What follows belongs to an exercise in optimizing a design on an open flow for small area, a short achievable clock period and few clock cycles per item; a production flow would make more cautious choices.

Setup of run 1:
// merge_ram_top
module merge_ram_top #(
  parameter int NUM_BLK_W = merge_pkg::NUM_BLK_W,
  parameter int KEY_W     = merge_pkg::KEY_W,
  parameter int PAY_W     = merge_pkg::PAY_W,
  parameter int BASE_W    = merge_pkg::BASE_W,
  parameter int FIFO_AW   = merge_pkg::FIFO_AW
) (
  input  logic                    clk,
  input  logic                    rst,
  input  logic                    in_valid_i,
  input  logic                    in_last_i,
  input  logic [BASE_W-1:0]       in_base_i,
  input  logic [KEY_W-1:0]        in_key_i,
  input  logic [PAY_W-1:0]        in_pay_i,
  output logic                    in_ready_o,
  output logic                    out_valid_o,
  output logic [BASE_W+KEY_W-1:0] out_time_o,
  output logic [NUM_BLK_W-1:0]    out_blk_o,
  output logic [PAY_W-1:0]        out_pay_o,
  output logic                    out_last_o,
  input  logic                    out_ready_i
);
  localparam int NB = 2**NUM_BLK_W;
  localparam int DW = 1 + KEY_W + PAY_W;   
  localparam int CW = FIFO_AW;             
  logic [NB-1:0]           wen;
  logic [NB-1:0]           push;
  logic [NB*CW-1:0]        occ;
  logic [NB-1:0]           f15;
  logic [NB-1:0]           f16;
  logic [NB-1:0]           pop;
  ...
Size in the first run: about 3800 cells after synthesis, roughly 1600 flip-flops, about 70 I/O pins.
export LEC_CHECK = 0
export CAP_MARGIN = 20
export CORE_MARGIN = 2
export CORE_UTILIZATION = 40
export SLEW_MARGIN = 20
create_clock -name core_clock -period 9.0 [get_ports {clk}]
standard.sh (not shown) runs the stock make flow with config.mk's settings and CLKGATE_MAP_FILE= SYNTH_SCRIPT=/design/flow/synth_recipe.tcl, a recipe that flattens the netlist after the stock synthesis.
==> flow/flow/run.sh <==
#!/bin/bash
set -euo pipefail
bash standard.sh "BUFFER_PORTS_ARGS=-buffer_cell sky130_fd_sc_hd__buf_2" SETUP_SLACK_MARGIN=5.7 finish > make.log 2>&1
What run 2 does differently from run 1 at the input level:
Settings: putting CTS_CLUSTER_SIZE at 20 where nothing was set; swapping 40 for 60 in CORE_UTILIZATION; putting CTS_CLUSTER_DIAMETER at 50 where nothing was set; putting CTS_BUF_LIST at sky130_fd_sc_hd__clkbuf_8 where nothing was set.
==> flow/flow/run.sh <==
#!/bin/bash
set -euo pipefail
bash standard.sh "BUFFER_PORTS_ARGS=-buffer_cell sky130_fd_sc_hd__buf_2" SETUP_SLACK_MARGIN=5.4 finish > make.log 2>&1
Relative to run 1, the via count measured on run 2 has decreased by a few percent. Summary of run 2 over run 1: initial antenna violation count now larger; share of the final layout cell area in multi-input gates now larger; first-iteration DRC count now larger. g_fifo[0].u_fifo.rp[2] as the start point of the critical path was reported by run 1, and g_fifo[2].u_fifo.rp[1] by run 2. Comparing routed wire length for run 1 and run 2, the smaller number came from run 2. Run 2 vs. run 1: path depth of the worst reg2reg path moved down, total routing usage reported by global routing moved up.
No run of this note included a check of the RTL's function; only the layout flow was run.

* * *

== job 4473 ==
Another version of the RTL of merge_ram_top (not shown whole).
For scale: roughly 2900 cells after synthesis.
make LEC_CHECK=0 CAP_MARGIN=20 CORE_MARGIN=2 CORE_UTILIZATION=40 SETUP_SLACK_MARGIN=5 SLEW_MARGIN=20 finish   # period 9.0 ns
run.sh (not shown) runs the stock make flow with config.mk's settings and CLKGATE_MAP_FILE= SYNTH_SCRIPT=/design/flow/synth_recipe.tcl, a recipe that flattens the netlist after the stock synthesis.
Stock flow here: none of the scripts above is used.
Per the final summary, job 4473 finished and its layout is clean on timing, DRC and antenna.
#### Input delta (job 7267 over job 4473)
diff --git a/flow/config.mk b/flow/config.mk
--- a/flow/config.mk
+++ b/flow/config.mk
@@ -10 +10 @@
-export CORE_UTILIZATION = 40
+export CORE_UTILIZATION = 60
Results
Comparing global routing usage on met3 for job 7267 and job 4473, the smaller number came from job 4473. Looking only at critical path depth, and setting everything else aside, the higher value of job 7267 and job 4473 goes to job 7267. The number of endpoints with negative hold slack in the final report was comparable across job 7267 and job 4473. Non-clock buffer instance count of the final layout for job 7267: 14% down relative to job 4473. On worst setup slack, job 7267 does worse than job 4473.
Function was not checked in any run of this note: the RTL went through the layout flow alone.

==> separate check: timing with driven ports <==
In the flow no input, the clock included, has a driving cell. The finished layouts below were timed again as built, in two steps.
Step 1 sets driving cells, clkbuf_16 on the clock port and buf_2 on the other inputs (assumed; they add their load-dependent delay and slew).
Step 2 times the ports against the registers' clock, not the clock port: input delays grow and output delays shrink by t, the midpoint of the rising clock arrivals with the driver on.
Three values: ideal, step 1, step 2; two values: the first two.
run	shift t [ns]	setup slack, ns	hold slack, ns	clock arrival spread, ns
run 1	0.879	5.571 / 5.529 / 5.068	0.486 / 0.486 / 0.486	0.045 / 0.045
run 2	0.930	5.450 / 5.412 / 4.768	0.492 / 0.492 / 0.492	0.068 / 0.068
job 4473	0.849	5.140 / 5.103 / 4.302	0.419 / 0.419 / 0.419	0.029 / 0.029
job 7267	0.823	5.007 / 4.972 / 4.215	0.418 / 0.418 / 0.418	0.027 / 0.027
After both steps setup and hold are still met in every run listed. For job 4473, which loses most, drivers alone change the setup slack by -0.037 ns; drivers and shift together by -0.838 ns.
